What follows belongs to an exercise in optimizing a design on an open flow for small area, a short achievable clock period and few clock cycles; a production flow would make more cautious choices.
Function was checked by simulation only, so behaviour that the tests miss may differ from the original.

// instruction_hazard_detector_top
module instruction_hazard_detector_top (
   input  wire logic                       clock,
   input  wire logic                       reset,
   input  wire logic                       req_valid,
   output logic                            req_stall,
   input  wire logic                       req_start_program,
   input  wire logic [hdc_pkg::REG_W-1:0]  req_dest_reg,
   input  wire logic                       req_dest_present,
   input  wire logic [hdc_pkg::REG_W-1:0]  req_src_a_reg,
   input  wire logic                       req_src_a_present,
   input  wire logic [hdc_pkg::REG_W-1:0]  req_src_b_reg,
   input  wire logic                       req_src_b_present,
   output logic                            rsp_valid,
   input  wire logic                       rsp_stall,
   output logic [hdc_pkg::KIND_W-1:0]      rsp_dep_kind,
   output logic [hdc_pkg::OIDX_W-1:0]      rsp_earlier_index,
   output logic [hdc_pkg::OIDX_W-1:0]      rsp_later_index,
   output logic [hdc_pkg::REG_W-1:0]       rsp_shared_reg,
   output logic                            rsp_last_result
);
clock: 4.5 ns
lec_check: 0
abc_clock_period_in_ps: 2000
cap_margin: 20
core_margin: 2
core_utilization: 60
cts_cluster_diameter: 100
cts_cluster_size: 25
setup_slack_margin: 2.5
slew_margin: 20
tns_end_percent: 0
run.sh (not shown) runs the stock make flow with config.mk's settings and CLKGATE_MAP_FILE= SYNTH_SCRIPT=/design/flow/synth_recipe.tcl, a recipe that flattens the netlist after the stock synthesis.
Testbench counts at the start, summed over its fixed seeds: cycles 6,815.
Change:
--- a/flow/design.v
+++ b/flow/design.v
@@ -68,104 +68,98 @@
    input  wire logic                       req_src_b_present,
    output logic                            rsp_valid,
    input  wire logic                       rsp_stall,
    output logic [hdc_pkg::KIND_W-1:0]      rsp_dep_kind,
    output logic [hdc_pkg::OIDX_W-1:0]      rsp_earlier_index,
    output logic [hdc_pkg::OIDX_W-1:0]      rsp_later_index,
    output logic [hdc_pkg::REG_W-1:0]       rsp_shared_reg,
    output logic                            rsp_last_result
 );
    localparam int D  = hdc_pkg::WINDOW_DEPTH;
-   localparam int C  = D - 1;
-   localparam int N  = 3 * C;
+   localparam int N  = 3 * D;
    localparam int RW = hdc_pkg::KIND_W + 2 * hdc_pkg::OIDX_W + hdc_pkg::REG_W + 1;
    logic [hdc_pkg::COUNT_W-1:0] count_ff, count_in;
    logic                        qv_ff, qv_in;
    logic [N-1:0]                qhits_ff, qhits_in;
    logic                        qfull_ff, qfull_in;
    logic [hdc_pkg::REG_W-1:0]   qdst_ff, qdst_in;
    logic [hdc_pkg::IDX_W-1:0]   qlater_ff, qlater_in;
    logic [N-1:0]                pend_ff, pend_in;
-   logic [C-1:0]                pany_ff, pany_in;      
-   logic [C-1:0]                sel_ff, sel_in;        
+   logic [D-1:0]                pany_ff, pany_in;      
+   logic [D-1:0]                sel_ff, sel_in;        
    logic                        fullk_ff, fullk_in;    
    logic [hdc_pkg::REG_W-1:0]   cdst_ff, cdst_in;
    logic [hdc_pkg::IDX_W-1:0]   later_ff, later_in;
    logic                        busy_ff, busy_in;      
    logic                        single_ff, single_in;  
    logic                        ov_ff, ov_in;
    logic [hdc_pkg::REG_W-1:0]   dst0_ff, dst0_in, dst1_ff, dst1_in;
    logic                        hv_ff, hv_in;
    logic [RW-1:0]               head_ff, head_in, item;
    logic [hdc_pkg::COUNT_W-1:0] eff_count;
    logic [hdc_pkg::IDX_W-1:0]   pos;
    logic                        full, accept, hfree, move, qmove;
    logic                        hits_one, pend_two;
    logic [N-1:0]                hits, clr;
-   logic [C-1:0]                qany, pany_mv, one_left, sel2;
+   logic [D-1:0]                qany, pany_mv, one_left, sel2;
    logic                        sel_done;
-   logic [hdc_pkg::REG_W*C-1:0] dsts;
+   logic [hdc_pkg::REG_W*D-1:0] dsts;
    logic [2:0]                  kind_sel;
    logic [hdc_pkg::IDX_W-1:0]   sel_idx;
    logic [hdc_pkg::REG_W-1:0]   sel_dst;
    logic [hdc_pkg::KIND_W-1:0]  it_kind;
    logic [hdc_pkg::OIDX_W-1:0]  it_early, it_late;
    logic [hdc_pkg::REG_W-1:0]   it_sh;
    logic                        it_last;
-   function automatic logic [C-1:0] lowest(input logic [C-1:0] v);
-      logic [C-1:0] r;
-      for (int i = 0; i < C; i++) begin
-         r[i] = v[i] && !(|(v & C'((1 << i) - 1)));
+   function automatic logic [D-1:0] lowest(input logic [D-1:0] v);
+      logic [D-1:0] r;
+      for (int i = 0; i < D; i++) begin
+         r[i] = v[i] && !(|(v & D'((1 << i) - 1)));
       end
       lowest = r;
    endfunction
    assign hfree     = !hv_ff || !rsp_stall;
    assign move      = busy_ff && hfree;
    assign qmove     = qv_ff && (!busy_ff || (single_ff && move));
    assign req_stall = qv_ff && !qmove;
    assign accept    = req_valid && !req_stall;
    assign eff_count = req_start_program ? '0 : count_ff;
    assign full      = eff_count == hdc_pkg::COUNT_W'(D);
    assign pos       = eff_count[hdc_pkg::IDX_W-1:0];
-   logic [C-1:0] wr_en;
+   logic [D-1:0] wr_en;
    always_comb begin
-      for (int i = 0; i < C; i++) begin
+      for (int i = 0; i < D; i++) begin
          if (i == 0) begin
             wr_en[i] = req_start_program ? accept : (count_ff == '0);
          end else begin
             wr_en[i] = !req_start_program && count_ff == hdc_pkg::COUNT_W'(i);
          end
       end
    end
-   for (genvar i = 0; i < C; i++) begin : g_cell
+   for (genvar i = 0; i < D; i++) begin : g_cell
       hdc_cell u_cell (
          .clock (clock),
          .wr_en (wr_en[i]),
          .live  (hdc_pkg::COUNT_W'(i) < eff_count),
          .c_dst (req_dest_reg),
          .c_dok (req_dest_present),
          .c_sa  (req_src_a_reg),
          .c_aok (req_src_a_present),
          .c_sb  (req_src_b_reg),
          .c_bok (req_src_b_present),
          .dst   (dsts[hdc_pkg::REG_W*i +: hdc_pkg::REG_W]),
          .hit   (hits[3*i +: 3])
       );
    end
    always_comb begin
       logic [D-1:0] ha, hm, pa, pm, pt;
-      ha = '0;
-      hm = '0;
-      pa = '0;
-      pm = '0;
-      pt = '0;
-      for (int i = 0; i < C; i++) begin
+      for (int i = 0; i < D; i++) begin
          logic h0, h1, h2, p0, p1, p2;
          {h2, h1, h0} = qhits_ff[3*i +: 3];
          {p2, p1, p0} = pend_ff[3*i +: 3];
          ha[i] = h0 | h1 | h2;
          hm[i] = (h0 & h1) | (h0 & h2) | (h1 & h2);
          pa[i] = pany_ff[i];
          pm[i] = (p0 & p1) | (p0 & p2) | (p1 & p2);
          pt[i] = p0 & p1 & p2;
       end
       for (int l = 1; l <= 4; l++) begin
@@ -178,21 +172,21 @@
          end
       end
       hits_one = !hm[0];
       pend_two = !pt[0];
    end
    always_comb begin
       clr      = '0;
       kind_sel = '0;
       sel_idx  = '0;
       sel_dst  = '0;
-      for (int i = 0; i < C; i++) begin
+      for (int i = 0; i < D; i++) begin
          logic [2:0] pk;
          pk[0] = pend_ff[3*i];
          pk[1] = pend_ff[3*i+1] && !pend_ff[3*i];
          pk[2] = !pend_ff[3*i+1] && !pend_ff[3*i];
          clr[3*i +: 3] = sel_ff[i] ? pk : 3'b000;
          kind_sel = kind_sel | clr[3*i +: 3];
          sel_idx  = sel_idx | (sel_ff[i] ? hdc_pkg::IDX_W'(i) : '0);
          if (i == 0) begin
             sel_dst = sel_dst | (sel_ff[i] ? (ov_ff ? dst0_ff : dsts[0 +: hdc_pkg::REG_W]) : '0);
          end else if (i == 1) begin
Outcome: Clock skew goes down by 0.0052 ns. Worst hold slack improves by 0.012 ns. Non-clock buffer count grows by 43. Synthesized cell count grows by 6.0%. Worst setup slack gets better by 0.090 ns. Routed wire length rises by 13%. Sequential share of layout area went down by 1.7 points. Die area came out higher by 6.0%.
Testbench counts after the change, summed over its fixed seeds: cycles 6,815.

## what the ideal ports hide
The results above use ideal ports. As a check the final layouts listed here were re-extracted and re-timed, cells and wires unchanged.
Step 1 (the two cells are an assumption about what drives the block):
set clk [get_ports {clock}]
set_driving_cell -lib_cell sky130_fd_sc_hd__clkbuf_16 $clk
set_driving_cell -lib_cell sky130_fd_sc_hd__buf_2 [delete_from_list [all_inputs] $clk]
Step 2 adds t to the input delays and takes it off the output delays; t is the mean of the earliest and latest rising clock arrival at the registers after step 1. Input paths then give back, and output paths get back, about the clock's delay inside the block.
Slacks: ideal / step 1 / step 2; pairs: ideal / step 1.
| run | t, ns | slack for setup (ns) | latest minus earliest clock arrival (ns) |
|---|---|---|---|
| the first run | 0.603 | 2.060 / 2.037 / 1.491 | 0.030 / 0.030 |
| the second run | 0.625 | 2.150 / 2.101 / 1.586 | 0.021 / 0.021 |
After both steps every run listed still meets setup and hold. For the first run, which loses most, drivers alone change the setup slack by -0.023 ns; drivers and shift together by -0.569 ns.
